This is an optimization exercise on Yosys and OpenROAD, whose aim is small area, a short achievable clock period and few clock cycles per item, not a production implementation.
Where RTL was checked, it was by simulation tests only, not by an equivalence proof against the original.
For runs 3 to 5, only the layout was checked, not whether the RTL still works.
Power is estimated from default activity; no workload was simulated.

### design.v
`timescale 1ns/100ps
`default_nettype none
module fetch_top (
    input  logic  clk_in,
    input  logic  br_reset,
    input  logic  stall,
    input  logic  redirect_valid,
    input  logic [31:0] redirect_pc,
    output logic  out_valid,
    output logic [31:0] out_ins,
    output logic [31:0] out_pc,
    output logic [31:0] out_pred_pc,
    input  logic  upd_valid,
    input  logic [31:0] upd_pc,
    input  logic  upd_taken,
    output logic  mem_req,
    output logic [31:0] mem_addr,
    input  logic  mem_ack,
    input  logic [31:0] mem_data
);
    localparam logic [6:0] OP_JAL    = 7'b1101111;
    localparam logic [6:0] OP_BRANCH = 7'b1100011;
    logic [1:0]  ctr_q [16];
    logic [31:2] addr_q;      
    logic [31:2] np_q;        
    logic        stale_q;     
    logic        discard;
    logic        deliver;
    assign mem_addr    = {addr_q, 2'b00};
    assign out_pc      = {addr_q, 2'b00};
    assign out_pred_pc = {np_q, 2'b00};
    assign discard = mem_req && mem_ack && (stale_q || redirect_valid);
    assign deliver = mem_req && mem_ack && !stale_q && !redirect_valid && !stall;
    logic        is_jal, is_br, taken;
    logic [18:0] t_lo;
    logic        t_c;
    logic [10:0] hi_inc, hi_dec;
    logic [29:0] seq_pc;
    assign is_jal = (mem_data[6:0] == OP_JAL);
    assign is_br  = (mem_data[6:0] == OP_BRANCH);
    assign taken  = is_jal || (is_br && ctr_q[addr_q[5:2]][1]);
    tgt_add tgt_add_i (.a(addr_q[20:2]), .ins(mem_data), .s(t_lo), .co(t_c));
    incdec #(.N(11)) hi_id (.x(addr_q[31:21]), .inc(hi_inc), .dec(hi_dec));
    inc #(.N(30)) seq_i (.x(addr_q[31:2]), .y(seq_pc));
    logic [29:0] np_hold;     
    logic        take;        
    logic [10:0] hi_c1, hi_c0;
    logic [10:0] np_hi_c1, np_hi_c0;
    logic [29:0] np_d;
    always_comb begin
        if (br_reset) begin
            np_hold = '0;
        end else if (mem_req && redirect_valid) begin
            np_hold = redirect_pc[31:2];
        end else if (deliver) begin
            np_hold = seq_pc;
        end else begin
            np_hold = np_q;
        end
    end
    assign take  = deliver && taken && !br_reset;
    assign hi_c1 = mem_data[31] ? addr_q[31:21] : hi_inc;
    assign hi_c0 = mem_data[31] ? hi_dec : addr_q[31:21];
    assign np_hi_c1 = take ? hi_c1 : np_hold[29:19];
    assign np_hi_c0 = take ? hi_c0 : np_hold[29:19];
    sel2 #(.N(19)) lo_sel (.s(take), .a(t_lo), .b(np_hold[18:0]), .y(np_d[18:0]));
    sel2 #(.N(11)) hi_sel (.s(t_c), .a(np_hi_c1), .b(np_hi_c0), .y(np_d[29:19]));
    always_ff @(posedge clk_in) begin
        if (br_reset) begin
            mem_req   <= 1'b0;
            out_valid <= 1'b0;
            stale_q   <= 1'b0;
        end else begin
            out_valid <= deliver;
            if (!mem_req) begin
                mem_req <= 1'b1;
                stale_q <= 1'b0;
                addr_q  <= redirect_valid ? redirect_pc[31:2] : np_q;
            end else begin
                if (redirect_valid) begin
                    stale_q <= 1'b1;
                end
                if (discard) begin
                    mem_req <= 1'b0;
                end
                if (deliver) begin
                    mem_req <= 1'b0;
                end
            end
        end
    end
    always_ff @(posedge clk_in) begin
        np_q <= np_d;
    end
    always_ff @(posedge clk_in) begin
        out_ins <= mem_data;
    end
    for (genvar i = 0; i < 16; i++) begin : ctr_
        logic [1:0] c;
        logic [1:0] c_next;
        assign c = ctr_q[i];
        assign c_next = upd_taken ? {c[1] | c[0], c[1] | !c[0]}
                                  : {c[1] & c[0], c[1] & !c[0]};
        always_ff @(posedge clk_in) begin
            if (br_reset) begin
                ctr_q[i] <= 2'b01;
            end else if (upd_valid && upd_pc[5:2] == i) begin
                ctr_q[i] <= c_next;
            end
        end
    end
endmodule
module tgt_add (
    input  logic [18:0] a,
    input  logic [31:0] ins,
    output logic [18:0] s,
    output logic        co
);
    logic [18:0] b;
    assign b = ins[2] ? {ins[31], ins[19:12], ins[20], ins[30:22]}
                      : {{9{ins[31]}}, ins[7], ins[30:25], ins[11:9]};
    ks_add #(.N(19)) add_i (.a(a), .b(b), .s(s), .co(co));
endmodule
module ks_add #(
    parameter int N = 8
) (
    input  logic [N-1:0] a,
    input  logic [N-1:0] b,
    output logic [N-1:0] s,
    output logic         co
);
    localparam int L = (N > 16) ? 5 : (N > 8) ? 4 : (N > 4) ? 3 : (N > 2) ? 2 : 1;
    logic [N-1:0] g [L+1];
    logic [N-1:0] p [L+1];
    logic [N-1:0] x;
    assign x    = a ^ b;
    assign g[0] = a & b;
    assign p[0] = x;
    for (genvar l = 0; l < L; l++) begin : lvl
        for (genvar i = 0; i < N; i++) begin : bit_
            if (i >= (1 << l)) begin : comb
                assign g[l+1][i] = g[l][i] | (p[l][i] & g[l][i-(1<<l)]);
                assign p[l+1][i] = p[l][i] & p[l][i-(1<<l)];
            end else begin : pass
                assign g[l+1][i] = g[l][i];
                assign p[l+1][i] = p[l][i];
            end
        end
    end
    assign s  = x ^ {g[L][N-2:0], 1'b0};
    assign co = g[L][N-1];
endmodule
module incdec #(
    parameter int N = 8
) (
    input  logic [N-1:0] x,
    output logic [N-1:0] inc,
    output logic [N-1:0] dec
);
    assign inc = x + 1'b1;
    assign dec = x - 1'b1;
endmodule
module inc #(
    parameter int N = 8
) (
    input  logic [N-1:0] x,
    output logic [N-1:0] y
);
    assign y = x + 1'b1;
endmodule
module sel2 #(
    parameter int N = 8
) (
    input  logic         s,
    input  logic [N-1:0] a,
    input  logic [N-1:0] b,
    output logic [N-1:0] y
);
    assign y = s ? a : b;
endmodule
`default_nettype wire
### flow/run.sh
#!/bin/bash
# The standard layout, with the ports buffered by the smallest buffer
# instead of the flow's default pick; repair still resizes them as needed.
set -euo pipefail
export BUFFER_PORTS_ARGS="-buffer_cell sky130_fd_sc_hd__buf_1"
export RECOVER_POWER=100
bash standard.sh > standard.log 2>&1
### standard.sh
#!/bin/bash
# synth_recipe.tcl (not shown) runs the flow's synth.tcl, then flattens the netlist and writes it again
# the make line also repeats each setting of config.mk as NAME=value (left out here)
make -C /OpenROAD-flow-scripts/flow DESIGN_CONFIG=/design/flow/config.mk WORK_HOME=/design/flow/orfs CLKGATE_MAP_FILE= SYNTH_SCRIPT=/design/flow/synth_recipe.tcl "${@:-finish}"
### config.mk
export PLATFORM = sky130hd
export DESIGN_NAME = fetch_top
export DESIGN_NICKNAME = fetch_top
export VERILOG_FILES = /design/flow/design.v
export SDC_FILE = /design/flow/constraint.sdc
export NUM_CORES = 4
export LEC_CHECK = 0
export ABC_CLOCK_PERIOD_IN_PS = 3000
export CAP_MARGIN = 20
export CORE_MARGIN = 8
export CORE_UTILIZATION = 40
export CTS_BUF_LIST = sky130_fd_sc_hd__clkbuf_4 sky130_fd_sc_hd__clkbuf_8
export CTS_CLUSTER_SIZE = 30
export SETUP_SLACK_MARGIN = 3.0
export SLEW_MARGIN = 20
export SYNTH_HIERARCHICAL = 1
export SYNTH_MINIMUM_KEEP_SIZE = 0
### constraint.sdc
create_clock -name core_clock -period 6.0 [get_ports {clk_in}]
set_input_delay 1.2000 -clock core_clock [delete_from_list [all_inputs] [get_ports {clk_in}]]
set_output_delay 1.2000 -clock core_clock [all_outputs]
set_load 0.01 [all_outputs]
==> results of run 1 <==
## layout by cell type, fill, tap and decap left out, types with 5 or more instances in the layout
cell      Yosys  routed
edfxtp_1     30      30
clkbuf_1     39      12
inv_1        12      11
clkbuf_8      0      17
ha_1         22      12
nand4_1      17      17
a21o_1       12      12
nor3_1       10       9
nand2_1      74      71
nor2_1       86      84
nand3_1      29      28
dfxtp_1      97      97
xor2_1       20      20
a211oi_2      1       5
mux2_2       43      42
buf_1         1     191
o21ai_0      68      66
ha_4          0       9
a311oi_1     19      19
nand3b_1     15      15
conb_1        1       6
mux2_1        0      10
o221ai_1     15      14
and3_1       10      10
a31oi_1      15      15
o21ai_1      19      20
mux2i_1      23      23
nand2b_1      6       5
mux2_4       30      21
nor2b_1       7       7
inv_6         0       6
a21oi_1      47      42
o31ai_1      11      10
buf_4        39      36
xnor2_1      41      41
## cells by family (layout without fill, tap and decap cells)
kind of cell | after synthesis | count (layout) | share of synthesized area (%)
fa+ha+maj | 23 | 23 | 3.49
flops | 127 | 127 | 33.6
compound gates | 230 | 232 | 17.1
simple gates | 284 | 284 | 17.1
mux | 99 | 99 | 14.6
other cells | 1 | 6 | 0.0443
buf+inv | 107 | 289 | 7.76
xor+xnor | 61 | 61 | 6.32
## what timing repair did
item                       4_1_cts  5_1_grt
gates resized for setup         42        8
gates cloned                     3        0
pin swaps                       12       14
setup endpoints to repair       30       23
setup buffers                   20       16
## cell type report
type	instances	share of cell area (%)
repair buffers	243	11.1
clock buffers	17	2.32
inverters	14	0.608
multi-input cells	705	52.4
flip-flops and latches	127	28.2
clock inverters	15	2.06
well taps	275	3.41
## flip-flops by register name, indices dropped and copies added (netlist names)
signal     cells
out_ins       32
np_q          30
mem_req        1
addr_q        30
out_valid      1
stale_q        1
ctr_q         32
## modules after synthesis (local to each module, per instance), a selection
module,cell area (um2),copies in the design
fetch_top,5930,1
tgt_add,184,1
## power groups by stage
stage | Clock, mW | Combinational, mW | Sequential (mW)
floorplan | 0 | 0.451 | 1.08
global placement | 0 | 0.594 | 1.08
detailed placement | 0 | 0.602 | 1.09
CTS | 0.875 | 0.653 | 1.06
global route | 0.912 | 0.726 | 1.08
finish | 0.859 | 0.661 | 1.06
## metal layers
layer,GRT usage (%),wire length [um]
met1,24.5,11200
met2,30.4,11900
met3,5.37,1990
met4,5.98,465
met5,0,0
## tightest hold or removal path, stage by stage, from the launching register on
cell,delay [ns]
dfxtp_1,0.34
o41ai_1,0.06
a21oi_1,0.06
## final timing paths
check                       from     endpoint  slack, ns
setup / recovery  redirect_valid     np_q[27]       1.67
hold / removal       ctr_q[8][1]  ctr_q[8][1]       0.51
setup reg to reg       addr_q[2]     np_q[30]       2.89
hold reg to reg      ctr_q[8][1]  ctr_q[8][1]       0.51
==> summary.txt, run 1 <==
Yosys
  • Top FF cell, synth: dfxtp_1
  • Yosys cell types: 74
  • Top cells by instance count after synthesis: dfxtp_1, nor2_1, nand2_1
  • Async S/R FF share, synth: 0%
  • Most common cell in the netlist: dfxtp_1
  • Total number of yosys warnings: 11
  • Post-synth top area cell: dfxtp_1
  • Post-synth EDFFs: 30
  • Syn Area/Cell: between 9 and 10 um2
  • Share of the synthesized area in the top cell type: between 20 and 25%
  • Mapped cell area: approximately 8500 um2
  • Ranking of synthesized cells by area: dfxtp_1, edfxtp_1, mux2_2
  • Flops & latches, synth: 127
  • Post-synthesis sequential area ratio: between 30% and 40%
  • Post-Synthesis Cells: a little over 900

Layout
  • Multi-input logic area: about 5300 um2
  • Utilization after layout: between 40 and 50%
  • Syn-to-layout area delta: 19.3%
  • Final Cell Area: between 10000 and 15000 um2
  • Nets@finish: ~1200
  • Register area: 2840 um2
  • Filler cells: approximately 2000
  • Inserted Diodes: 0
  • Layout cells sized above 1: about 17%
  • Non-Filler Instances: between 1000 and 1500

Worst hold path
  • Hold Path Class: reg -> reg
  • Hold Crit Depth: 2

Route
  • Routed wire per std cell: 18.3 um
  • Starting DRC count in detailed routing: between 400 and 500
  • Routed vias: about 7700
  • Total routed wirelength: 25600 um
  • DRC: 0
  • Final antenna-violating net count: 0
  • Vias/cell: 5.48
  • 1st-pass router iterations: 5

Die
  • Die width: around 160 um
  • # rows: 53
  • Core area: 20900 um2
  • Ports: approximately 230
  • Initial core utilization: between 40% and 50%
  • Die span in y: about 160 um
  • Full die area: 26100 um2

STA
  • Final Hold Fails: 0
  • Final Cycle Share: approximately 70%
  • Tightest Pin Transition: ~2.9 ns
  • Clk_skew: between 0.01 and 0.015 ns
  • Min Clock Period, post-route: ~4.3 ns
  • Final setup fails: 0
  • Setup TNS: 0 ns
  • RSZ-0062 raised after global routing: yes
  • Worst slew margin: -97.3%
  • Fmax: about 230 MHz
  • Final Slew Violations: 163
  • Hold Slack: slightly above 0.5 ns
  • Setup ws final: 1.67 ns

GRT
  • Antenna violations before repair: 0
  • Largest net degree at the start of global routing: 65
  • Global-route wire length before repair: just over 40000 um
  • Tot GR Track Use: 19.1%
  • Total grt overflow: 0
  • Vias in the first global route: around 7400

Clock tree
  • Clock slew at reported path FFs: roughly 0.09 ns
  • Inserted Clock Buffers: 17
  • TritonCTS clock tree: done
  • Clk sinks: approximately 130
  • H-tree levels: 4
  • Clock Path Buffers: 2
  • CTS root buffer: clkbuf_8
  • Hold_buf cts: 0
  • Worst-Skew Late Latency: between 0.4 and 0.5 ns

Power
  • Power Density: between 200 and 300 nW/um2
  • Comb pwr share: between 20% and 30%
  • Clock share of power: between 30% and 40%
  • Sw Ratio: 33.0%
  • Internal: between 1.5 and 2 mW
  • Sw Pwr: ~850 uW
  • Static Leakage: 3.71 nW
  • Sequential power share: 41.1%
  • Peak VDD IR: around 0.14 mV
  • Design Power: about 2.6 mW

Setup path
  • CP bufs+invs: 3
  • Crit path largest cell delay: 1.54 ns
  • CP startpoint kind: input port
  • CP Depth: 9
  • Critical path's top delay family: buffers and inverters
  • Setup CP Type: in -> reg
  • Critical-path top delay cell: clkbuf_1
  • Top cell by count, worst path: clkbuf_1
  • Critical path required time: between 6 and 7 ns
  • Crit path arrival time: 4.68 ns
  • Crit path cell chain: clkbuf_1 -> clkbuf_1 -> nand2_2 -> buf_4 -> nor2_1 -> a31oi_1 -> o21ai_0 -> o21ai_1 -> mux2_4
  • Crit. End Element: flip-flop
  • Crit path max fanout: 49
  • Cells on worst reg2reg path: 13

Placement
  • Placed instance area: 9180 um2
  • Inst Count DP: around 1300
  • RD Place Congestion: roughly 0.83
  • Pre-CTS WS: 1.25 ns
  • HPWL after DPL: roughly 17000 um
  • IO Port Bufs: around 200

Status
  • Violated checks: capacitance limit, slew limit
  • Outcome: finished with violations

Run
  • Max Cap Violations: 4
Testbench counts, summed over its fixed seeds: cycles 50,559, items 14,446.
==> inputs of run 2 (changes only) <==
==> flow/run.sh (replaced) <==
#!/bin/bash
# The standard layout, with the ports buffered by the smallest buffer
# instead of the flow's default pick; repair still resizes them as needed.
set -euo pipefail
export BUFFER_PORTS_ARGS="-buffer_cell sky130_fd_sc_hd__buf_1"
bash standard.sh > standard.log 2>&1
==> run 2 against run 1 <==
Against the previous run:
- clock-buffer cell count did not move
- cell area rose by 1.2%
- global-route usage is the same
- via count is 0.33% higher
- register-to-register slack improved by 0.30 ns
- hold slack improved by 0.0010 ns
- utilization increased by 0.57 points
- clock power about the same
- now clean on timing, DRC and antenna
- flip-flop and latch count did not move
- first-iteration DRC count grew 2.6%
==> summary.txt, run 2 <==
Die
  • Full die area: 26100 um2 (unchanged)
  • Core area: 20900 um2 (unchanged)
  • Initial core utilization: 40.5% (unchanged)
  • # rows: 53 (unchanged)
  • Die width: 161 um (unchanged)
  • Ports: 233 (unchanged)
  • Die span in y: 161 um (unchanged)

GRT
  • Tot GR Track Use: 19.1% (unchanged)
  • Vias in the first global route: 7413 (unchanged)
  • Total grt overflow: 0 (unchanged)
  • Largest net degree at the start of global routing: 65 (unchanged)
  • Global-route wire length before repair: 40300 um (unchanged)
  • Antenna violations before repair: 0 (unchanged)

Yosys
  • Ranking of synthesized cells by area: dfxtp_1, edfxtp_1, mux2_2
  • Post-synthesis sequential area ratio: 33.6% (unchanged)
  • Most common cell in the netlist: dfxtp_1
  • Post-synth EDFFs: 30 (unchanged)
  • Mapped cell area: 8460 um2 (unchanged)
  • Top cells by instance count after synthesis: dfxtp_1, nor2_1, nand2_1
  • Total number of yosys warnings: 11 (unchanged)
  • Post-Synthesis Cells: 932 (unchanged)
  • Flops & latches, synth: 127 (unchanged)
  • Yosys cell types: 74 (unchanged)
  • Share of the synthesized area in the top cell type: 23.0% (unchanged)
  • Syn Area/Cell: 9.08 um2 (unchanged)
  • Post-synth top area cell: dfxtp_1
  • Async S/R FF share, synth: 0% (unchanged)
  • Top FF cell, synth: dfxtp_1

Layout
  • Inserted Diodes: 0 (unchanged)
  • Multi-input logic area: 5340 um2 (+1.1%)
  • Syn-to-layout area delta: 20.7%
  • Most frequent cells in the layout: buf_1, dfxtp_1, nor2_1, nand2_1, o21ai_0
  • Register area: 2840 um2 (unchanged)
  • Most common cell after layout, fill and taps aside: buf_1
  • Layout cells sized above 1: 19.5% (+2.2 points)
  • Filler cells: 1987 (-1.1%)
  • Largest regs: ctr_q: 32 flops, out_ins: 32 flops
  • Nets@finish: 1234 (unchanged)

Route
  • Starting DRC count in detailed routing: 472 (+2.6%)
  • Total routed wirelength: 25600 um (+0.11%)
  • Final antenna-violating net count: 0 (unchanged)
  • DRC: 0 (unchanged)
  • 1st-pass router iterations: 7 (+2)
  • Routed vias: 7677 (+0.33%)
  • Routed wire per std cell: 18.4 um (+0.11%)
  • Vias/cell: 5.50 (+0.33%)

Power
  • Peak VDD IR: 0.137 mV (-1.3%)
  • Comb pwr share: 26.0% (+0.4 points)
  • Sequential power share: 41.0% (about the same)
  • Internal: 1.74 mW (+0.53%)
  • Sw Ratio: 32.9% (-0.15 points)
  • Clock share of power: 33.0% (-0.3 points)
  • Sw Pwr: 852 uW (-0.13%)
  • Power Density: 254 nW/um2 (-0.87%)
  • Static Leakage: 3.79 nW (+2.1%)
  • Design Power: 2.59 mW (+0.31%)

Setup path
  • Critical-path top delay cell: a41o_4
  • Critical path's top delay family: compound AO/OA/AOI/OAI gates
  • Crit. End Element: flip-flop
  • Crit path max fanout: 7 (-86%)
  • Setup CP Type: in -> reg
  • CP Depth: 10 (+1)
  • CP bufs+invs: 2 (-1)
  • Critical Path Source: mem_data[2]
  • Top cell by count, worst path: mux2_4
  • CP startpoint kind: input port
  • Worst r2r src: addr_q[2]
  • Cells on worst reg2reg path: 7 (-6)
  • Crit path largest cell delay: 0.36 ns (-1.18 ns)
  • Crit path cell chain: buf_16 -> buf_8 -> mux2_4 -> ha_4 -> nand2_2 -> a211oi_2 -> a21oi_2 -> o221ai_4 -> a41o_4 -> mux2_4
  • Critical path required time: 6.34 ns (about the same)
  • Crit path arrival time: 3.39 ns (-1.29 ns)

Run
  • Max Cap Violations: 0 (-4)

STA
  • Final Slew Violations: 0 (-100%)
  • Clk_skew: 0.0134 ns (-0.000642 ns)
  • Tightest Pin Transition: 1.02 ns (-1.93 ns)
  • RSZ-0062 raised after global routing: yes
  • Final setup fails: 0 (unchanged)
  • Fmax: 328 MHz (+42%)
  • Final Cycle Share: 50.8% (-21 points)
  • Final Hold Fails: 0 (unchanged)
  • Setup TNS: 0 ns (unchanged)
  • Worst slew margin: 31.7% (+130 points)
  • Min Clock Period, post-route: 3.05 ns (-1.28 ns)

Clock tree
  • Hold_buf cts: 0 (unchanged)
  • Inserted Clock Buffers: 17 (unchanged)
  • TritonCTS clock tree: done
  • Clk sinks: 127 (unchanged)
  • Worst-Skew Late Latency: 0.46 ns (about the same)
  • Clock Path Buffers: 2 (unchanged)
  • Clock slew at reported path FFs: 0.09 ns (about the same)
  • H-tree levels: 4 (unchanged)
  • CTS root buffer: clkbuf_8

Placement
  • RD Place Congestion: 0.827 (unchanged)
  • IO Port Bufs: 196 (unchanged)
  • HPWL after DPL: 17100 um (unchanged)

Worst hold path
  • Hold Path Class: reg -> reg
  • Hold wc startpoint: ctr_q[11][1]
  • Hold Crit Depth: 2 (unchanged)

Status
  • Outcome: timing/DRC/antenna clean
## run 2: cell counts after synthesis
No cell type changed its count.
## run 2: cell type report
| class | instances | share of cell area (%) |
|---|---|---|
| Clock inverter | 15 | 2.03 |
| Timing Repair Buffer | 243 | 11.5 |
| Multi-Input combinational cell | 705 | 52.3 |
| Sequential cell | 127 | 27.8 |
| Clock buffer | 17 | 2.29 |
| Inverter | 14 | 0.601 |
| Tap cell | 275 | 3.37 |
## run 2: path summary, 6_finish.rpt
path | to | slack [ns]
max | np_q[30] | 2.95
min | ctr_q[11][1] | 0.51
max reg2reg | np_q[29] | 3.19
min reg2reg | ctr_q[11][1] | 0.51
## run 2: cells by family after synthesis
| family | share of synthesized area (%) |
|---|---|
| adders and majority gates | 3.49 |
| xor gates and xnor gates | 6.32 |
| muxes | 14.6 |
| DFF | 33.6 |
| and+or+nand+nor | 17.1 |
| buffers and inverters | 7.76 |
| other | 0.0443 |
| AOI/OAI and AO/OA | 17.1 |
## run 2: power groups by stage
stage,registers (mW),logic (mW),clock network [mW]
after floorplan,1.08,0.451,0
after global placement,1.08,0.594,0
after detailed placement,1.09,0.602,0
after CTS,1.06,0.653,0.875
after global routing,1.08,0.738,0.912
final,1.06,0.673,0.856
## run 2: stage by stage
| stage | setup slack [ns] | utilization [%] | area [um2] | std cells | hold WS [ns] |
|---|---|---|---|---|---|
| 2_1_floorplan | 2.69 | - | 8630 | 937 | 0.461 |
| 3_3_place_gp | 1.27 | 43.9 | 9180 | 1325 | 0.484 |
| 3_5_place_dp | 1.25 | 43.9 | 9180 | 1325 | 0.492 |
| 4_1_cts | 2.96 | 48.1 | 10000 | 1380 | 0.505 |
| 5_1_grt | 2.91 | 48.9 | 10200 | 1396 | 0.529 |
| 6_report | 2.95 | 48.9 | 10200 | 1396 | 0.508 |
## run 2: worst register-to-register path, cell delays in order, from the launching register on
cell	delay, ns
edfxtp_1	0.33
buf_4	0.18
mux4_1	0.61
and3b_1	0.21
or3_1	0.48
a31oi_4	0.48
o21ai_1	0.14
mux2_4	0.28
## run 2: layer usage
layer	part of all wire [%]	GRT usage, %	up-vias
met4	1.7	5.98	0
met2	46	30.4	272
met3	8.3	5.37	38
met5	0	0	-
li1	-	-	3745
met1	44	24.5	3622
## run 2: timing repair
| item | in CTS | in global routing |
|---|---|---|
| resized for setup | 42 | 8 |
| buffers inserted | 20 | 16 |
| pin swaps | 12 | 14 |
| endpoints found under the setup margin | 30 | 23 |
| cloned | 3 | 0 |
## run 2: per-module statistics from Yosys, one instance, submodules excluded, excerpt
module / copies in the design / flip-flops and latches / area [um2]
tgt_add: 1 / 0 / 184
fetch_top: 1 / 127 / 5930
==> inputs of run 3 (changes only) <==
--- a/design.v
+++ b/design.v
@@ -75,7 +75,6 @@
             if (!mem_req) begin
                 mem_req <= 1'b1;
                 stale_q <= 1'b0;
-                addr_q  <= redirect_valid ? redirect_pc[31:2] : np_q;
             end else begin
                 if (redirect_valid) begin
                     stale_q <= 1'b1;
@@ -91,6 +90,13 @@
     end
     always_ff @(posedge clk_in) begin
         np_q <= np_d;
+    end
+    logic [29:0] launch_pc;
+    logic [29:0] addr_d;
+    assign launch_pc = redirect_valid ? redirect_pc[31:2] : np_q;
+    sel2 #(.N(30)) addr_sel (.s(mem_req), .a(addr_q), .b(launch_pc), .y(addr_d));
+    always_ff @(posedge clk_in) begin
+        addr_q <= addr_d;
     end
     always_ff @(posedge clk_in) begin
         out_ins <= mem_data;
@@ -117,8 +123,12 @@
     output logic        co
 );
     logic [18:0] b;
-    assign b = ins[2] ? {ins[31], ins[19:12], ins[20], ins[30:22]}
-                      : {{9{ins[31]}}, ins[7], ins[30:25], ins[11:9]};
+    assign b[18]    = ins[31];
+    assign b[17:13] = ins[2] ? ins[19:15] : {5{ins[31]}};
+    assign b[12:10] = ins[3] ? ins[14:12] : {3{ins[31]}};
+    assign b[9]     = ins[3] ? ins[20] : ins[7];
+    assign b[8:3]   = ins[30:25];
+    assign b[2:0]   = ins[2] ? ins[24:22] : ins[11:9];
     ks_add #(.N(19)) add_i (.a(a), .b(b), .s(s), .co(co));
 endmodule
 module ks_add #(
==> run 3 against run 2 <==
Against the previous run:
- still clean on timing, DRC and antenna
- flip-flop and latch count stayed put
- synthesized area is 1.6% higher
- global-route usage is 1.1 points lower
- critical path type unchanged
- critical endpoint is now np_q[18]
==> summary.txt, run 3 <==
Status
  • Outcome: timing/DRC/antenna clean

Die
  • Die width: 163 um (+0.70%)
  • Core area: 21100 um2 (+0.95%)
  • # rows: 53 (unchanged)
  • Initial core utilization: 40.7% (+0.25 points)
  • Full die area: 26400 um2 (+1.4%)
  • Die span in y: 163 um (+0.70%)
  • Ports: 233 (unchanged)

Route
  • Vias/cell: 5.37 (-2.3%)
  • Starting DRC count in detailed routing: 467 (-1.1%)
  • Final antenna-violating net count: 0 (unchanged)
  • Total routed wirelength: 24500 um (-4.6%)
  • 1st-pass router iterations: 5 (-2)
  • DRC: 0 (unchanged)
  • Routed vias: 7267 (-5.3%)
  • Routed wire per std cell: 18.1 um (-1.6%)

Clock tree
  • H-tree levels: 4 (unchanged)
  • Clk sinks: 127 (unchanged)
  • Inserted Clock Buffers: 17 (unchanged)
  • CTS root buffer: clkbuf_8
  • Clock slew at reported path FFs: 0.09 ns (about the same)
  • Worst-Skew Late Latency: 0.45 ns (about the same)
  • Clock Path Buffers: 2 (unchanged)
  • TritonCTS clock tree: done

Yosys
  • Total number of yosys warnings: 11 (unchanged)
  • Post-synthesis sequential area ratio: 29.6% (-4.0 points)
  • Most common cell in the netlist: dfxtp_1
  • Syn Area/Cell: 9.47 um2 (+4.4%)
  • Share of the synthesized area in the top cell type: 29.6% (+6.6 points)
  • Top cells by instance count after synthesis: dfxtp_1, nor2_1, mux2_4
  • Yosys cell types: 62 (-16%)
  • Post-synth top area cell: dfxtp_1
  • Flops & latches, synth: 127 (unchanged)
  • Post-synth EDFFs: 0 (-100%)
  • Ranking of synthesized cells by area: dfxtp_1, mux2_4, mux2_2
  • Top FF cell, synth: dfxtp_1
  • Mapped cell area: 8590 um2 (+1.6%)
  • Async S/R FF share, synth: 0% (unchanged)
  • Post-Synthesis Cells: 907 (-2.7%)

Power
  • Design Power: 3.01 mW (+16%)
  • Peak VDD IR: 0.119 mV (-13%)
  • Power Density: 300 nW/um2 (+18%)
  • Static Leakage: 3.92 nW (+3.5%)

Run
  • Max Cap Violations: 0 (unchanged)

STA
  • Final setup fails: 0 (unchanged)
  • Final Hold Fails: 0 (unchanged)
  • Worst slew margin: 30.5% (-1.2 points)
  • Clk_skew: 0.0202 ns (+0.00671 ns)
  • Final Slew Violations: 0 (unchanged)
  • Final Cycle Share: 51.5% (+0.77 points)
  • RSZ-0062 raised after global routing: yes
  • Min Clock Period, post-route: 3.09 ns (+0.0463 ns)
  • Tightest Pin Transition: 1.04 ns (+0.0210 ns)
  • Setup TNS: 0 ns (unchanged)
  • Fmax: 323 MHz (-1.5%)

Setup path
  • Crit path arrival time: 3.44 ns (+0.05 ns)
  • CP startpoint kind: input port
  • Top cell by count, worst path: mux2_2
  • Crit. End Element: flip-flop
  • Crit path cell chain: buf_4 -> mux2_2 -> ha_4 -> a21oi_1 -> o22ai_1 -> a211oi_2 -> o21ai_4 -> a31oi_2 -> xnor2_1 -> mux2_2
  • Crit path largest cell delay: 0.38 ns (+0.02 ns)
  • Critical path's top delay family: compound AO/OA/AOI/OAI gates
  • Critical path required time: 6.35 ns (about the same)
  • Setup CP Type: in -> reg
  • Crit path max fanout: 7 (unchanged)
  • Critical-path top delay cell: mux2_2
  • CP bufs+invs: 1 (-1)

GRT
  • Tot GR Track Use: 18.0% (-1.1 points)
  • Vias in the first global route: 7210 (-2.7%)
  • Total grt overflow: 0 (unchanged)
  • Global-route wire length before repair: 38500 um (-4.4%)
  • Largest net degree at the start of global routing: 65 (unchanged)
  • Antenna violations before repair: 0 (unchanged)

Layout
  • Nets@finish: 1191 (-3.5%)
  • Most common cell after layout, fill and taps aside: buf_1
  • Syn-to-layout area delta: 16.8%
  • Inserted Diodes: 0 (unchanged)
  • Largest regs: ctr_q: 32 flops, out_ins: 32 flops
  • Layout cells sized above 1: 22.1% (+2.5 points)
  • Filler cells: 2017 (+1.5%)
  • Most frequent cells in the layout: buf_1, dfxtp_1, nor2_1, mux2_4, nand2_1

Placement
  • RD Place Congestion: 0.845 (+2.2%)
  • IO Port Bufs: 196 (unchanged)
  • HPWL after DPL: 16400 um (-4.1%)

Worst hold path
  • Hold Path Class: reg -> reg
[run 3: changes by cell type in the layout (fill, tap and decap cells not counted), moves of 20 or more]
| cell | before | now |
|---|---|---|
| a211oi_1 | 1 | 21 |
| dfxtp_1 | 97 | 123 |
| edfxtp_1 | 30 | 0 |
| mux2_4 | 32 | 60 |
| mux2i_1 | 23 | 53 |
| o21ai_0 | 65 | 24 |
| o21ai_1 | 21 | 1 |
| o22ai_1 | 1 | 24 |
[run 3: routing by layer]
metal  up-vias  track usage [%]  part of all wire [%]
met5         -                0                     0
met4         0             6.38                   1.5
met3        27             3.89                   5.4
met2       215             28.6                    46
met1      3441             23.5                    47
li1       3584                -                     -
[run 3: per-stage QoR]
stage               setup WS [ns]  util (%)  instance area (um2)  hold WS [ns]  instances
floorplan                    2.70         -                 8690         0.462        912
finish                       2.91      47.6                10000         0.500       1353
detailed placement           1.45      43.6                 9200         0.487       1301
global placement             1.44      43.6                 9200         0.487       1301
global route                 2.79      47.6                10000         0.521       1353
CTS                          2.87      47.0                 9920         0.499       1347
[run 3: repair_timing]
item                       in CTS  in global routing
buffers inserted               14                  6
hold buffers                    0                  0
resized for setup              30                 17
setup endpoints to repair      21                 19
pin swaps                      12                  7
[run 3: worst min-delay path, cell delays in order (launching register included)]
cell,delay [ns]
dfxtp_1,0.34
o41ai_1,0.06
a21oi_1,0.06
[run 3: layout make-up]
class / count / area [um2] / share of cell area (%)
timing repair buffer: 224 / 996 / 9.92
sequential: 127 / 2550 / 25.4
clock inverter: 13 / 188 / 1.87
inverter: 14 / 52.6 / 0.524
tap: 275 / 344 / 3.43
clock buffer: 19 / 255 / 2.54
multi-input combinational: 681 / 5650 / 56.3
[run 3: path summary, 6_finish.rpt]
kind                                   from  slack, ns  depth (start not counted)     endpoint
worst min register to register  ctr_q[4][1]       0.50                          2  ctr_q[4][1]
worst max-delay path            mem_data[3]       2.91                         10     np_q[18]
worst max register to register    addr_q[3]       3.04                         10     np_q[24]
worst min-delay path            ctr_q[4][1]       0.50                          2  ctr_q[4][1]
[run 3: power by group]
part           internal, mW  switching (mW)
logic                 0.507           0.486
clock network         0.470           0.391
registers             0.948           0.203
total                  1.93            1.08
[run 3: Yosys stat by module (local to each module, per instance), excerpt]
module,cells,copies in the design,flip-flops and latches
tgt_add,13,1,0
fetch_top,566,1,127
[run 3: cells by family after synthesis]
group           synth area share [%]
simple gates                    14.7
compound gates                  13.7
mux                             24.4
flops                           29.6
buf+inv                         7.94
xor+xnor                        6.22
fa+ha+maj                       3.44
other cells                   0.0436
==> inputs of run 4 (changes only) <==
--- a/config.mk
+++ b/config.mk
@@ -11,7 +11,8 @@
 export CORE_UTILIZATION = 40
 export CTS_BUF_LIST = sky130_fd_sc_hd__clkbuf_4 sky130_fd_sc_hd__clkbuf_8
 export CTS_CLUSTER_SIZE = 30
-export SETUP_SLACK_MARGIN = 3.0
+export SETUP_SLACK_MARGIN = 3.4
 export SLEW_MARGIN = 20
 export SYNTH_HIERARCHICAL = 1
 export SYNTH_MINIMUM_KEEP_SIZE = 0
+export TNS_END_PERCENT = 10
==> run 4 against run 3 <==
Against the previous run:
- via count fell by 1.2%
- die area unchanged
- sequential power barely moved
- clock power decreased by 11%
- first-iteration DRC count increased by 8.4%
- critical endpoint is now np_q[20]
- largest power group unchanged
==> summary.txt, run 4 <==
Status
  • Outcome: timing/DRC/antenna clean

Die
  • Full die area: 26400 um2 (unchanged)
  • # rows: 53 (unchanged)
  • Die width: 163 um (unchanged)
  • Ports: 233 (unchanged)
  • Core area: 21100 um2 (unchanged)
  • Die span in y: 163 um (unchanged)
  • Initial core utilization: 40.7% (unchanged)

Clock tree
  • CTS root buffer: clkbuf_8
  • Clk sinks: 127 (unchanged)
  • Inserted Clock Buffers: 17 (unchanged)
  • Clock Path Buffers: 2 (unchanged)
  • H-tree levels: 4 (unchanged)
  • Worst-Skew Late Latency: 0.46 ns (about the same)
  • Clock slew at reported path FFs: 0.08 ns (about the same)
  • TritonCTS clock tree: done

Setup path
  • Top cell by count, worst path: mux2_2
  • Crit path cell chain: clkbuf_2 -> buf_6 -> mux2_2 -> ha_2 -> nand4_1 -> or3_1 -> o21a_1 -> o211a_1 -> a211oi_2 -> mux2_2
  • Setup CP Type: in -> reg
  • Crit path max fanout: 31 (+24)
  • Crit path largest cell delay: 0.40 ns (+0.02 ns)
  • Crit. End Element: flip-flop
  • Crit path arrival time: 3.57 ns (+0.13 ns)
  • Critical path required time: 6.40 ns (+0.05 ns)
  • CP bufs+invs: 2 (+1)
  • Critical-path top delay cell: ha_2
  • Critical path's top delay family: compound AO/OA/AOI/OAI gates
  • CP startpoint kind: input port

Yosys
  • Post-Synthesis Cells: 907 (unchanged)
  • Total number of yosys warnings: 11 (unchanged)
  • Ranking of synthesized cells by area: dfxtp_1, mux2_4, mux2_2
  • Most common cell in the netlist: dfxtp_1
  • Top cells by instance count after synthesis: dfxtp_1, nor2_1, mux2_4
  • Post-synth EDFFs: 0 (unchanged)
  • Mapped cell area: 8590 um2 (unchanged)
  • Async S/R FF share, synth: 0% (unchanged)
  • Syn Area/Cell: 9.47 um2 (unchanged)
  • Flops & latches, synth: 127 (unchanged)
  • Post-synthesis sequential area ratio: 29.6% (unchanged)
  • Top FF cell, synth: dfxtp_1
  • Share of the synthesized area in the top cell type: 29.6% (unchanged)
  • Yosys cell types: 62 (unchanged)
  • Post-synth top area cell: dfxtp_1

Layout
  • Inserted Diodes: 0 (unchanged)
  • Most common cell after layout, fill and taps aside: buf_1
  • Nets@finish: 1183 (-0.67%)
  • Largest regs: ctr_q: 32 flops, out_ins: 32 flops
  • Most frequent cells in the layout: buf_1, dfxtp_1, nor2_1, mux2_4, nand2_1
  • Filler cells: 2084 (+3.3%)
  • Layout cells sized above 1: 20.6% (-1.5 points)
  • Syn-to-layout area delta: 14.5%
  • Utilization after layout: 46.6% (-0.96 points)

Route
  • Final antenna-violating net count: 0 (unchanged)
  • Vias/cell: 5.34 (-0.49%)
  • Starting DRC count in detailed routing: 506 (+8.4%)
  • DRC: 0 (unchanged)
  • Routed vias: 7183 (-1.2%)
  • Total routed wirelength: 24400 um (-0.42%)
  • Routed wire per std cell: 18.1 um (+0.25%)
  • 1st-pass router iterations: 5 (unchanged)

GRT
  • Largest net degree at the start of global routing: 65 (unchanged)
  • Tot GR Track Use: 17.9% (about the same)
  • Global-route wire length before repair: 38200 um (-0.66%)
  • Antenna violations before repair: 0 (unchanged)
  • Vias in the first global route: 7105 (-1.5%)
  • Total grt overflow: 0 (unchanged)

STA
  • Tightest Pin Transition: 0.931 ns (-0.112 ns)
  • Final Slew Violations: 0 (unchanged)
  • Final setup fails: 0 (unchanged)
  • Final Hold Fails: 0 (unchanged)
  • Fmax: 316 MHz (-2.4%)
  • Worst slew margin: 37.9% (+7.5 points)
  • Setup TNS: 0 ns (unchanged)
  • Setup ws final: 2.83 ns (-0.0751 ns)
  • Min Clock Period, post-route: 3.17 ns (+0.0751 ns)
  • RSZ-0062 raised after global routing: yes
  • Final Cycle Share: 52.8% (+1.3 points)
  • Clk_skew: 0.0145 ns (-0.00561 ns)

Placement
  • IO Port Bufs: 196 (unchanged)
  • RD Place Congestion: 0.838 (-0.84%)
  • Pre-CTS WS: 1.64 ns (+0.189 ns)
  • HPWL after DPL: 16400 um (+0.34%)

Worst hold path
  • Hold Path Class: reg -> reg

Power
  • Power Density: 293 nW/um2 (-2.3%)
  • Static Leakage: 3.84 nW (-2.2%)
  • Design Power: 2.88 mW (-4.3%)
  • Peak VDD IR: 0.146 mV (+22%)

Run
  • Max Cap Violations: 0 (unchanged)
==> run 4: worst reg2reg max path, cell delays in order, from the launching register on <==
cell,delay (ns)
dfxtp_1,0.64
nand3_1,0.45
nor4_4,0.38
buf_4,0.22
nand4_1,0.13
xnor2_1,0.17
mux2_1,0.30
mux2i_1,0.18
o22ai_1,0.10
mux2_4,0.27
==> run 4: cell type report <==
cell class / count / area, um2 / area share (%)
clock inverter: 11 / 116 / 1.18
timing repair buffer: 215 / 895 / 9.10
inverter: 14 / 52.6 / 0.534
sequential: 127 / 2550 / 26.0
multi-input combinational: 682 / 5610 / 57.0
tap: 275 / 344 / 3.50
clock buffer: 20 / 269 / 2.74
==> run 4: final timing paths <==
| kind | start | endpoint | slack, ns | depth (start not counted) |
|---|---|---|---|---|
| max | mem_data[31] | np_q[20] | 2.83 | 10 |
| min | ctr_q[5][0] | ctr_q[5][1] | 0.50 | 2 |
| max reg2reg | addr_q[5] | np_q[24] | 3.05 | 9 |
| min reg2reg | ctr_q[5][0] | ctr_q[5][1] | 0.50 | 2 |
==> run 4: through the flow <==
| step | hold slack, ns | area [um2] | std cells |
|---|---|---|---|
| finish | 0.502 | 9830 | 1344 |
| global route | 0.520 | 9830 | 1344 |
| detailed placement | 0.489 | 9200 | 1303 |
| CTS | 0.500 | 9790 | 1341 |
| global placement | 0.478 | 9200 | 1303 |
| floorplan | 0.462 | 8670 | 912 |
==> run 4: logic make-up after synthesis <==
| family | Yosys count | synth area share, % |
|---|---|---|
| AO/OA/AOI/OAI | 180 | 13.7 |
| adder cells (fa/ha/maj) | 23 | 3.44 |
| XOR/XNOR | 61 | 6.22 |
| other | 1 | 0.0436 |
| multiplexers | 170 | 24.4 |
| buffers and inverters | 104 | 7.94 |
| AND/OR/NAND/NOR | 241 | 14.7 |
| flip-flops | 127 | 29.6 |
==> run 4: where the power goes <==
part           switching [mW]  internal [mW]
Sequential              0.201          0.948
Combinational           0.475          0.484
Clock                   0.379          0.390
Total                    1.05           1.82
==> run 4: what timing repair did <==
action                     in CTS  in global routing
gates cloned                    1                  0
gates resized for setup        31                  7
buffers inserted                6                  3
setup endpoints to repair      49                 44
hold buffers                    0                  0
pin swaps                       6                  6
==> run 4: routing by layer <==
layer  GRT usage [%]  share of wire, %  up-vias
li1                -                 -     3565
met1            23.3                47     3398
met2            29.2                46      195
met3            3.97               5.7       25
met4            5.59               1.4        0
met5               0                 0        -
==> run 4: modules after synthesis, one instance, submodules excluded, excerpt <==
module,area (um2),flops+latches
fetch_top,5590,127
tgt_add,176,0
==> inputs of run 5 (changes only) <==
--- a/config.mk
+++ b/config.mk
@@ -15,4 +15,3 @@
 export SLEW_MARGIN = 20
 export SYNTH_HIERARCHICAL = 1
 export SYNTH_MINIMUM_KEEP_SIZE = 0
-export TNS_END_PERCENT = 10
==> run 5 against run 4 <==
Against the previous run:
- register-to-register slack barely moved
- clock skew is 0.0024 ns lower
- sequential share of layout area down 0.90 points
- cell count is 1.2% higher
- clock power increased by 9.6%
- hold slack got worse by 0.0020 ns
- flip-flop and latch count unchanged
- total power increased by 4.8%
- die area unchanged
- largest power group unchanged
- non-clock buffer count grew 14
- sequential power is essentially flat
- synthesized cell count is the same
==> summary.txt, run 5 <==
Yosys
  • Async S/R FF share, synth: 0% (unchanged)
  • Top cells by instance count after synthesis: dfxtp_1, nor2_1, mux2_4
  • Total number of yosys warnings: 11 (unchanged)
  • Mapped cell area: 8590 um2 (unchanged)
  • Most common cell in the netlist: dfxtp_1
  • Post-synthesis sequential area ratio: 29.6% (unchanged)
  • Share of the synthesized area in the top cell type: 29.6% (unchanged)
  • Post-Synthesis Cells: 907 (unchanged)
  • Flops & latches, synth: 127 (unchanged)
  • Ranking of synthesized cells by area: dfxtp_1, mux2_4, mux2_2
  • Top FF cell, synth: dfxtp_1
  • Yosys cell types: 62 (unchanged)
  • Post-synth top area cell: dfxtp_1
  • Syn Area/Cell: 9.47 um2 (unchanged)
  • Post-synth EDFFs: 0 (unchanged)

Route
  • Routed wire per std cell: 18.5 um (+2.3%)
  • Total routed wirelength: 25200 um (+3.5%)
  • Starting DRC count in detailed routing: 352 (-30%)
  • DRC: 0 (unchanged)
  • Final antenna-violating net count: 0 (unchanged)
  • 1st-pass router iterations: 5 (unchanged)
  • Routed vias: 7414 (+3.2%)
  • Vias/cell: 5.45 (+2.0%)

Placement
  • Placed instance area: 9220 um2 (+0.23%)
  • HPWL after DPL: 16200 um (-1.4%)
  • IO Port Bufs: 196 (unchanged)
  • RD Place Congestion: 0.822 (-1.9%)

Setup path
  • Critical path required time: 6.34 ns (-0.06 ns)
  • Crit. End Element: flip-flop
  • Crit path arrival time: 3.44 ns (-0.13 ns)
  • R2R Path End: np_q[28]
  • Critical Path Source: mem_data[2]
  • Worst reg2reg setup slack: 3.05 ns (about the same)
  • Cells on worst reg2reg path: 9 (unchanged)
  • Crit path largest cell delay: 0.43 ns (+0.03 ns)
  • Crit path max fanout: 7 (-77%)
  • Worst r2r src: addr_q[5]
  • Setup CP Type: in -> reg
  • CP startpoint kind: input port
  • Crit path cell chain: buf_8 -> buf_8 -> buf_4 -> mux2_4 -> ha_2 -> nand4_1 -> o221ai_4 -> a41o_4 -> mux2_4
  • Critical-path top delay cell: ha_2

Worst hold path
  • Hold wc startpoint: ctr_q[7][0]
  • Hold Crit Depth: 2 (unchanged)
  • Hold worst-path end: ctr_q[7][1]
  • Hold Path Class: reg -> reg

Power
  • Internal: 1.94 mW (+6.4%)
  • Clock share of power: 27.9% (+1.2 points)
  • Power Density: 295 nW/um2 (+0.83%)
  • Sw Ratio: 35.7% (-0.97 points)
  • Peak VDD IR: 0.143 mV (-2.0%)
  • Comb pwr share: 33.9% (+0.6 points)
  • Sw Pwr: 1.08 mW (+2.0%)
  • Static Leakage: 4.01 nW (+4.6%)
  • Sequential power share: 38.2% (-1.7 points)

GRT
  • Tot GR Track Use: 18.3% (+0.36 points)
  • Total grt overflow: 0 (unchanged)
  • Global-route wire length before repair: 38800 um (+1.5%)
  • Antenna violations before repair: 1 (+1)
  • Vias in the first global route: 7163 (+0.82%)
  • Largest net degree at the start of global routing: 65 (unchanged)

STA
  • Final setup fails: 0 (unchanged)
  • Worst slew margin: 34.7% (-3.2 points)
  • Clk_skew: 0.0121 ns (-0.00242 ns)
  • RSZ-0062 raised after global routing: yes
  • Min Clock Period, post-route: 3.10 ns (-0.0649 ns)
  • Final Slew Violations: 0 (unchanged)
  • Final Cycle Share: 51.7% (-1.1 points)
  • Setup TNS: 0 ns (unchanged)
  • Fmax: 322 MHz (+2.1%)
  • Final Hold Fails: 0 (unchanged)
  • Tightest Pin Transition: 0.980 ns (+0.0486 ns)

Layout
  • Layout cells sized above 1: 23.6% (+3.0 points)
  • Largest regs: ctr_q: 32 flops, out_ins: 32 flops
  • Inserted Diodes: 0 (unchanged)
  • Final Cell Area: 10200 um2 (+3.9%)
  • Most frequent cells in the layout: buf_1, dfxtp_1, nor2_1, mux2_4, nand2_1
  • Syn-to-layout area delta: 19.0%
  • Most common cell after layout, fill and taps aside: buf_1
  • Nets@finish: 1198 (+1.3%)

Clock tree
  • Clock Path Buffers: 2 (unchanged)
  • Hold_buf cts: 0 (unchanged)
  • Clock slew at reported path FFs: 0.08 ns (about the same)
  • Worst-Skew Late Latency: 0.46 ns (about the same)
  • H-tree levels: 4 (unchanged)
  • CTS root buffer: clkbuf_8
  • TritonCTS clock tree: done
  • Inserted Clock Buffers: 17 (unchanged)
  • Clk sinks: 127 (unchanged)

Die
  • # rows: 53 (unchanged)
  • Initial core utilization: 40.7% (unchanged)
  • Die span in y: 163 um (unchanged)
  • Core area: 21100 um2 (unchanged)
  • Full die area: 26400 um2 (unchanged)
  • Ports: 233 (unchanged)
  • Die width: 163 um (unchanged)

Status
  • Outcome: timing/DRC/antenna clean

Run
  • Max Cap Violations: 0 (unchanged)
## run 5: cell count changes in the layout (fill, tap and decap cells not counted), moves of 3 or more
cell / previous run / this run
buf_4: 17 / 25
dfxtp_1: 123 / 116
dfxtp_2: 2 / 9
buf_12: 0 / 3
mux2_2: 53 / 50
mux2_4: 59 / 62
## run 5: worst max-delay path by stage
stage               endpoint  slack (ns)  cells after the start
global route        np_q[31]        2.87                     11
finish              np_q[30]        2.90                      9
global placement    np_q[29]        1.63                      9
detailed placement  np_q[29]        1.65                      9
floorplan           np_q[21]        2.70                     11
CTS                 np_q[30]        2.87                     11
## run 5: cells by family (layout without fill, tap and decap cells)
kind of cell | Yosys count | in the layout | synth area share (%)
AND/OR/NAND/NOR | 241 | 242 | 14.7
AO/OA/AOI/OAI | 180 | 181 | 13.7
multiplexers | 170 | 170 | 24.4
flip-flops | 127 | 127 | 29.6
buffers and inverters | 104 | 275 | 7.94
XOR/XNOR | 61 | 61 | 6.22
adder cells (fa/ha/maj) | 23 | 23 | 3.44
other | 1 | 6 | 0.0436
## run 5: critical path: cells and delay by family
family	cells	cell delay, ns
adder cells (fa/ha/maj)	1	0.43
multiplexers	2	0.61
buffers and inverters	3	0.36
AND/OR/NAND/NOR	1	0.18
AO/OA/AOI/OAI	2	0.65
## run 5: layout make-up
| class | count | area, um2 |
|---|---|---|
| multi-input cells | 683 | 5740 |
| repair buffers | 229 | 1100 |
| flip-flops and latches | 127 | 2560 |
| clock inverters | 11 | 164 |
| clock buffers | 21 | 264 |
| fillers | 2035 | 10900 |
| inverters | 14 | 52.6 |
| well taps | 275 | 344 |
## run 5: layer usage
layer | part of all wire [%] | vias to the layer above | track usage (%) | wire length [um]
met1 | 46 | 3534 | 23.5 | 11500
met5 | 0 | - | 0 | 0
met3 | 6.4 | 23 | 3.44 | 1620
met4 | 1.4 | 0 | 5.63 | 352
li1 | - | 3620 | - | -
met2 | 46 | 237 | 30.6 | 11700
## run 5: per-stage QoR
stage | power, mW | utilization (%) | setup WS (ns) | hold slack (ns) | std cells
after floorplan | 1.88 | - | 2.70 | 0.462 | 912
after global placement | 2.06 | 43.7 | 1.63 | 0.485 | 1303
after detailed placement | 2.07 | 43.7 | 1.65 | 0.487 | 1303
after CTS | 3.00 | 47.8 | 2.87 | 0.494 | 1354
after global routing | 3.19 | 48.5 | 2.87 | 0.509 | 1360
final | 3.02 | 48.5 | 2.90 | 0.500 | 1360
## run 5: Yosys stat by module (local to each module, per instance), excerpt
module     cells  copies in the design
fetch_top    566                     1
tgt_add       13                     1
## run 5: power by group through the flow
| stage | Combinational (mW) | Clock, mW | Sequential, mW |
|---|---|---|---|
| after floorplan | 0.744 | 0 | 1.14 |
| after global placement | 0.897 | 0 | 1.16 |
| after detailed placement | 0.907 | 0 | 1.16 |
| after CTS | 0.992 | 0.859 | 1.15 |
| after global routing | 1.11 | 0.899 | 1.18 |
| final | 1.02 | 0.842 | 1.15 |
## run 5: what timing repair did
action / 4_1_cts / 5_1_grt
hold endpoints to repair: 0 / 0
pin swaps: 20 / 11
gates cloned: 3 / 1
buffers inserted: 16 / 5
resized for setup: 62 / 23
endpoints found under the setup margin: 47 / 34
==> inputs of run 6 (changes only) <==
--- a/design.v
+++ b/design.v
@@ -41,7 +41,10 @@
     assign taken  = is_jal || (is_br && ctr_q[addr_q[5:2]][1]);
     tgt_add tgt_add_i (.a(addr_q[20:2]), .ins(mem_data), .s(t_lo), .co(t_c));
     incdec #(.N(11)) hi_id (.x(addr_q[31:21]), .inc(hi_inc), .dec(hi_dec));
-    inc #(.N(30)) seq_i (.x(addr_q[31:2]), .y(seq_pc));
+    logic [18:0] seq_lo;
+    logic        seq_c;
+    inc #(.N(19)) seq_i (.x(addr_q[20:2]), .y(seq_lo), .co(seq_c));
+    assign seq_pc = {seq_c ? hi_inc : addr_q[31:21], seq_lo};
     logic [29:0] np_hold;     
     logic        take;        
     logic [10:0] hi_c1, hi_c0;
@@ -50,7 +53,7 @@
     always_comb begin
         if (br_reset) begin
             np_hold = '0;
-        end else if (mem_req && redirect_valid) begin
+        end else if (redirect_valid) begin
             np_hold = redirect_pc[31:2];
         end else if (deliver) begin
             np_hold = seq_pc;
@@ -73,8 +76,10 @@
         end else begin
             out_valid <= deliver;
             if (!mem_req) begin
-                mem_req <= 1'b1;
-                stale_q <= 1'b0;
+                if (!redirect_valid) begin
+                    mem_req <= 1'b1;
+                    stale_q <= 1'b0;
+                end
             end else begin
                 if (redirect_valid) begin
                     stale_q <= 1'b1;
@@ -91,10 +96,8 @@
     always_ff @(posedge clk_in) begin
         np_q <= np_d;
     end
-    logic [29:0] launch_pc;
     logic [29:0] addr_d;
-    assign launch_pc = redirect_valid ? redirect_pc[31:2] : np_q;
-    sel2 #(.N(30)) addr_sel (.s(mem_req), .a(addr_q), .b(launch_pc), .y(addr_d));
+    sel2 #(.N(30)) addr_sel (.s(mem_req || redirect_valid), .a(addr_q), .b(np_q), .y(addr_d));
     always_ff @(posedge clk_in) begin
         addr_q <= addr_d;
     end
@@ -174,9 +177,10 @@
     parameter int N = 8
 ) (
     input  logic [N-1:0] x,
-    output logic [N-1:0] y
+    output logic [N-1:0] y,
+    output logic         co
 );
-    assign y = x + 1'b1;
+    assign {co, y} = {1'b0, x} + 1'b1;
 endmodule
 module sel2 #(
     parameter int N = 8
--- a/config.mk
+++ b/config.mk
@@ -5,6 +5,7 @@
 export SDC_FILE = /design/flow/constraint.sdc
 export NUM_CORES = 4
 export LEC_CHECK = 0
+export ABC_AREA = 1
 export ABC_CLOCK_PERIOD_IN_PS = 3000
 export CAP_MARGIN = 20
 export CORE_MARGIN = 8
==> run 6 against run 5 <==
Against the previous run:
- synthesized cell count is 50% higher
- cell area shrank 3.6%
- first-iteration DRC count is 71% higher
- register-to-register slack gained 0.64 ns
- non-clock buffer count shrank 15
- critical path depth is 5 higher
- critical endpoint is now np_q[31]
==> summary.txt, run 6 <==
GRT
  • Tot GR Track Use: 21.1% (+2.8 points)
  • Largest net degree at the start of global routing: 62 (-4.6%)
  • Antenna violations before repair: 0 (-1)
  • Vias in the first global route: 8489 (+19%)
  • Global-route wire length before repair: 44200 um (+14%)
  • Total grt overflow: 0 (unchanged)

Layout
  • Layout cells sized above 1: 10.4% (-13 points)
  • Largest regs: ctr_q: 32 flops, out_ins: 32 flops
  • Multi-input logic area: 5010 um2 (-13%)
  • Register area: 2560 um2 (-0.15%)
  • Inserted Diodes: 0 (unchanged)
  • Nets@finish: 1638 (+37%)
  • Non-Filler Instances: 1799 (+32%)
  • Most common cell after layout, fill and taps aside: nand2_1
  • Filler cells: 2252 (+11%)
  • Utilization after layout: 47.2% (-1.3 points)
  • Most frequent cells in the layout: nand2_1, buf_1, inv_1, dfxtp_1, nand3_1
  • Final Cell Area: 9860 um2 (-3.6%)
  • Syn-to-layout area delta: 16.2%

STA
  • Fmax: 397 MHz (+23%)
  • Worst slew margin: 38.5% (+3.8 points)
  • Final Slew Violations: 0 (unchanged)
  • Tightest Pin Transition: 0.921 ns (-0.0589 ns)
  • Final Cycle Share: 42.0% (-9.7 points)
  • Final setup fails: 0 (unchanged)
  • RSZ-0062 raised after global routing: yes
  • Min Clock Period, post-route: 2.52 ns (-0.585 ns)
  • Final Hold Fails: 0 (unchanged)
  • Hold Slack: 0.468 ns (-0.0326 ns)
  • Setup ws final: 3.48 ns (+0.585 ns)
  • Setup TNS: 0 ns (unchanged)
  • Clk_skew: 0.0199 ns (+0.00780 ns)

Placement
  • HPWL after DPL: 19600 um (+21%)
  • IO Port Bufs: 196 (unchanged)
  • Placed instance area: 9150 um2 (-0.75%)
  • Pre-CTS WS: 1.98 ns (+0.326 ns)
  • Inst Count DP: 1753 (+35%)
  • RD Place Congestion: 0.907 (+10%)

Status
  • Outcome: timing/DRC/antenna clean

Setup path
  • Critical path's top delay family: simple AND/OR/NAND/NOR gates
  • Crit path max fanout: 24 (+17)
  • Setup CP Type: in -> reg
  • Crit path largest cell delay: 0.25 ns (-0.18 ns)
  • Crit path cell chain: clkbuf_16 -> nand2_2 -> nand2_2 -> ha_4 -> a21oi_2 -> and2_4 -> nor2_1 -> nor2_1 -> nand2_1 -> nand2_2 -> nand2_4 -> buf_12 -> nand2_1 -> nand2_1
  • Critical path required time: 6.34 ns (about the same)
  • CP startpoint kind: input port
  • Critical-path top delay cell: ha_4
  • CP bufs+invs: 2 (-1)
  • Crit. End Element: flip-flop
  • Crit path arrival time: 2.86 ns (-0.58 ns)
  • Worst reg2reg setup slack: 3.69 ns (+0.64 ns)

Yosys
  • Post-synth top area cell: dfxtp_1
  • Flops & latches, synth: 127 (unchanged)
  • Share of the synthesized area in the top cell type: 30.0% (+0.40 points)
  • Yosys cell types: 38 (-39%)
  • Syn Area/Cell: 6.24 um2 (-34%)
  • Ranking of synthesized cells by area: dfxtp_1, nand2_1, nand3_1
  • Post-Synthesis Cells: 1359 (+50%)
  • Most common cell in the netlist: nand2_1
  • Post-synth EDFFs: 0 (unchanged)
  • Total number of yosys warnings: 11 (unchanged)
  • Top cells by instance count after synthesis: nand2_1, dfxtp_1, inv_1
  • Mapped cell area: 8480 um2 (-1.3%)
  • Async S/R FF share, synth: 0% (unchanged)
  • Post-synthesis sequential area ratio: 30.0% (+0.40 points)
  • Top FF cell, synth: dfxtp_1

Route
  • 1st-pass router iterations: 5 (unchanged)
  • Routed wire per std cell: 15.5 um (-16%)
  • Vias/cell: 4.99 (-8.5%)
  • Total routed wirelength: 28000 um (+11%)
  • Final antenna-violating net count: 0 (unchanged)
  • Starting DRC count in detailed routing: 601 (+71%)
  • Routed vias: 8974 (+21%)
  • DRC: 0 (unchanged)

Clock tree
  • H-tree levels: 4 (unchanged)
  • Worst-Skew Late Latency: 0.45 ns (about the same)
  • Hold_buf cts: 0 (unchanged)
  • Inserted Clock Buffers: 17 (unchanged)
  • TritonCTS clock tree: done
  • Clock Path Buffers: 2 (unchanged)
  • Clk sinks: 127 (unchanged)
  • CTS root buffer: clkbuf_8
  • Clock slew at reported path FFs: 0.09 ns (about the same)

Power
  • Static Leakage: 4.71 nW (+17%)
  • Peak VDD IR: 0.166 mV (+16%)
  • Power Density: 259 nW/um2 (-12%)
  • Design Power: 2.55 mW (-15%)

Worst hold path
  • Hold Path Class: reg -> reg

Die
  • # rows: 53 (unchanged)
  • Initial core utilization: 40.6% (-0.16 points)
  • Die width: 162 um (-0.60%)
  • Core area: 20900 um2 (-0.94%)
  • Full die area: 26100 um2 (-1.2%)
  • Die span in y: 162 um (-0.60%)
  • Ports: 233 (unchanged)

Run
  • Max Cap Violations: 0 (unchanged)
## run 6: kinds of logic after synthesis
| logic type | Yosys count | synth area share [%] |
|---|---|---|
| adder cells (fa/ha/maj) | 24 | 3.63 |
| other | 1 | 0.0442 |
| flip-flops | 127 | 30.0 |
| AO/OA/AOI/OAI | 183 | 11.9 |
| XOR/XNOR | 30 | 3.10 |
| AND/OR/NAND/NOR | 766 | 38.3 |
| buffers and inverters | 228 | 13.1 |
## run 6: path summary, 6_finish.rpt
| kind | depth (start not counted) | endpoint | start |
|---|---|---|---|
| worst min-delay path | 2 | addr_q[26] | np_q[26] |
| worst max-delay path | 14 | np_q[31] | mem_data[31] |
| worst min register to register | 2 | addr_q[26] | np_q[26] |
| worst max register to register | 14 | np_q[31] | addr_q[14] |
## run 6: worst min-delay path: stages (launching register included)
cell     delay [ns]
dfxtp_1        0.33
nand2_1        0.06
nand2_1        0.04
## run 6: report_power, final
part	internal [mW]	switching, mW	total, mW
clock network	0.383	0.418	0.801
logic	0.267	0.454	0.721
registers	0.911	0.119	1.03
## run 6: area by class of cell
| cell class | instances | share of cell area [%] |
|---|---|---|
| multi-input combinational | 1009 | 50.9 |
| clock buffer | 17 | 2.37 |
| clock inverter | 15 | 1.75 |
| timing repair inverter | 2 | 0.152 |
| sequential | 127 | 25.9 |
| inverter | 140 | 5.60 |
| timing repair buffer | 214 | 9.81 |
| tap | 275 | 3.49 |
## run 6: Yosys stat by module, one instance, submodules excluded, a selection
module | area (um2) | flops+latches | cells | copies in the design
fetch_top | 5480 | 127 | 749 | 1
tgt_add | 149 | 0 | 33 | 1
## run 6: repair_timing
item	in CTS	in global routing
resized for setup	21	24
pin swaps	1	6
buffers inserted	4	7
setup endpoints to repair	65	32
gates cloned	3	0
## run 6: per-layer routing
layer	vias up	GRT usage [%]	part of all wire [%]
li1	4585	-	-
met1	4112	25.9	45
met2	244	36.7	48
met3	33	4.86	6.0
met4	0	5.01	1.5
met5	-	0	0
Testbench counts of run 6, summed over its fixed seeds: cycles 51,127, items 14,446.
==> inputs of run 7 (changes only) <==
--- a/flow/run.sh
+++ b/flow/run.sh
@@ -3,4 +3,5 @@
 # instead of the flow's default pick; repair still resizes them as needed.
 set -euo pipefail
 export BUFFER_PORTS_ARGS="-buffer_cell sky130_fd_sc_hd__buf_1"
+export REMOVE_ABC_BUFFERS=1
 bash standard.sh > standard.log 2>&1
==> run 7 against run 6 <==
Against the previous run:
- still clean
- synthesized area unchanged
- hold slack got worse by 0.0081 ns
- clock-buffer cell count rose by 1
- critical path depth is the same
- combinational power increased by 2%
- cell count rose by 0.33%
- die area is the same
- register-to-register slack improved by 0.07 ns
- worst setup slack worse by 0.0050 ns
- utilization is 0.49 points higher
- global-route usage shrank 0.64 points
- largest cell class unchanged
- largest power group unchanged
- highest routed layer unchanged
==> summary.txt, run 7 <==
Die
  • Initial core utilization: 40.6% (unchanged)
  • Full die area: 26100 um2 (unchanged)
  • Core area: 20900 um2 (unchanged)
  • Ports: 233 (unchanged)
  • # rows: 53 (unchanged)

STA
  • Fmax: 397 MHz (-0.20%)
  • Final Hold Fails: 0 (unchanged)
  • Tightest Pin Transition: 0.903 ns (-0.0184 ns)
  • Worst slew margin: 39.7% (+1.2 points)
  • Final Slew Violations: 0 (unchanged)
  • Min Clock Period, post-route: 2.52 ns (+0.00498 ns)
  • Clk_skew: 0.0110 ns (-0.00889 ns)
  • RSZ-0062 raised after global routing: yes
  • Setup ws final: 3.48 ns (-0.00498 ns)

Yosys
  • Async S/R FF share, synth: 0% (unchanged)
  • Most common cell in the netlist: nand2_1
  • Ranking of synthesized cells by area: dfxtp_1, nand2_1, nand3_1
  • Syn Area/Cell: 6.24 um2 (unchanged)
  • Post-Synthesis Cells: 1359 (unchanged)
  • Share of the synthesized area in the top cell type: 30.0% (unchanged)
  • Mapped cell area: 8480 um2 (unchanged)
  • Post-synth EDFFs: 0 (unchanged)
  • Total number of yosys warnings: 11 (unchanged)
  • Post-synth top area cell: dfxtp_1
  • Flops & latches, synth: 127 (unchanged)
  • Top FF cell, synth: dfxtp_1
  • Top cells by instance count after synthesis: nand2_1, dfxtp_1, inv_1

GRT
  • Antenna violations before repair: 0 (unchanged)
  • Tot GR Track Use: 20.4% (-0.64 points)
  • Global-route wire length before repair: 42900 um (-3.0%)
  • Total grt overflow: 0 (unchanged)
  • Largest net degree at the start of global routing: 62 (unchanged)

Placement
  • Inst Count DP: 1754 (+0.057%)
  • RD Place Congestion: 0.891 (-1.7%)
  • IO Port Bufs: 196 (unchanged)
  • HPWL after DPL: 18800 um (-4.0%)

Route
  • Vias/cell: 5.01 (+0.38%)
  • Starting DRC count in detailed routing: 656 (+9.2%)
  • 1st-pass router iterations: 6 (+1)
  • Final antenna-violating net count: 0 (unchanged)
  • Routed wire per std cell: 15.4 um (-0.80%)
  • Routed vias: 9038 (+0.71%)
  • Total routed wirelength: 27800 um (-0.47%)

Setup path
  • Critical path required time: 6.37 ns (+0.03 ns)
  • Crit. End Element: flip-flop
  • CP startpoint kind: input port
  • R2R Path End: np_q[31]
  • Crit path largest cell delay: 0.27 ns (+0.02 ns)
  • Cells on worst reg2reg path: 15 (+1)
  • Crit path arrival time: 2.89 ns (+0.03 ns)
  • Setup CP Type: in -> reg
  • Crit path max fanout: 24 (unchanged)

Power
  • Power Density: 250 nW/um2 (-3.7%)
  • Static Leakage: 4.75 nW (+0.84%)
  • Peak VDD IR: 0.137 mV (-18%)

Layout
  • Largest regs: ctr_q: 32 flops, out_ins: 32 flops
  • Register area: 2560 um2 (unchanged)
  • Most frequent cells in the layout: nand2_1, buf_1, inv_1, dfxtp_1, nand3_1
  • Filler cells: 2209 (-1.9%)
  • Non-Filler Instances: 1805 (+0.33%)
  • Most common cell after layout, fill and taps aside: nand2_1

Clock tree
  • H-tree levels: 4 (unchanged)
  • TritonCTS clock tree: done
  • Clock Path Buffers: 2 (unchanged)
  • CTS root buffer: clkbuf_8
  • Inserted Clock Buffers: 17 (unchanged)

Worst hold path
  • Hold wc startpoint: np_q[2]
  • Hold worst-path end: addr_q[2]
  • Hold Path Class: reg -> reg

Status
  • Outcome: timing/DRC/antenna clean

Run
  • Max Cap Violations: 0 (unchanged)
[run 7: how the worst max path moves through the flow]
stage                       startpoint  cells past startpoint       end
after floorplan                mem_ack                      9  np_q[10]
after global placement    mem_data[31]                     16  np_q[31]
after detailed placement  mem_data[31]                     16  np_q[25]
after CTS                  mem_data[2]                     16  np_q[30]
after global routing       mem_data[2]                     16  np_q[31]
final                     mem_data[31]                     14  np_q[30]
[run 7: cell families after synthesis]
logic type,after synthesis,share of synthesized area [%]
and+or+nand+nor,766,38.3
buffers and inverters,228,13.1
AOI/OAI and AO/OA,183,11.9
xor gates and xnor gates,30,3.10
adders and majority gates,24,3.63
DFF,127,30.0
other,1,0.0442
[run 7: routing by layer]
layer | vias to the layer above | part of all wire [%]
met3 | 22 | 6.7
met1 | 4141 | 45
met4 | 0 | 0.94
li1 | 4603 | -
met2 | 272 | 47
met5 | - | 0
[run 7: final cells by class]
cell class	count	share of cell area, %
well taps	275	3.46
inverters	140	5.68
repair inverters	2	0.163
multi-input cells	1010	51.2
clock inverters	12	1.16
repair buffers	221	10.3
flip-flops and latches	127	25.7
clock buffers	18	2.42
[run 7: repair_timing]
action	4_1_cts	5_1_grt
gates cloned	3	3
resized for setup	49	43
pin swaps	3	14
hold buffers	0	0
buffers inserted	3	12
setup endpoints to repair	64	56
[run 7: where the power goes]
group	internal (mW)	switching (mW)	leakage, nW
combinational	0.275	0.464	3.52
clock	0.330	0.394	0.175
sequential	0.911	0.111	1.06
[run 7: per-module statistics from Yosys, one instance, submodules excluded, a selection]
module,copies in the design,flip-flops and latches
fetch_top,1,127
tgt_add,1,0
[run 7: through the flow]
step	hold slack (ns)	instance area (um2)	utilization [%]	power, mW
2_1_floorplan	0.455	7920	-	1.47
3_3_place_gp	0.451	9050	43.3	1.70
3_5_place_dp	0.448	9050	43.3	1.71
4_1_cts	0.462	9670	46.3	2.47
5_1_grt	0.470	9960	47.7	2.64
6_report	0.460	9960	47.7	2.48
[run 7: critical path, delay by kind of cell]
kind / cells / cell delay [ns]
AND/OR/NAND/NOR: 8 / 0.74
buffers and inverters: 3 / 0.41
adder cells (fa/ha/maj): 1 / 0.27
AO/OA/AOI/OAI: 2 / 0.26

==> re-timing with driven ports <==
How much do the figures lean on ideal ports? The routed layouts below were timed once more, with nothing changed but the port constraints. Step 1 assumes that a clkbuf_16 drives the clock port and a buf_2 every other input. Step 2 moves the port delays by t, midway between the first and last clock arrival at a register: inputs arrive t later, outputs are due t later. That takes back most of the time a late clock gives input paths. Three values: ideal ports, drivers, drivers and shift; two values: the first two.
run	t (ns)	slack for setup (ns)	worst data-port slew with drivers (ns)	pins driven straight from the clock port
run 1	0.498	1.672 / 1.675 / 1.177	0.05	1
run 2	0.494	2.954 / 2.900 / 2.406	0.09	1
run 3	0.479	2.908 / 2.919 / 2.440	0.06	1
run 4	0.497	2.833 / 2.842 / 2.345	0.06	1
run 5	0.493	2.898 / 2.897 / 2.404	0.05	1
run 6	0.484	3.483 / 3.383 / 2.899	0.15	1
run 7	0.503	3.478 / 3.383 / 2.880	0.17	1
For run 7, which loses most, drivers alone change the setup slack by -0.095 ns; drivers and shift together by -0.598 ns.
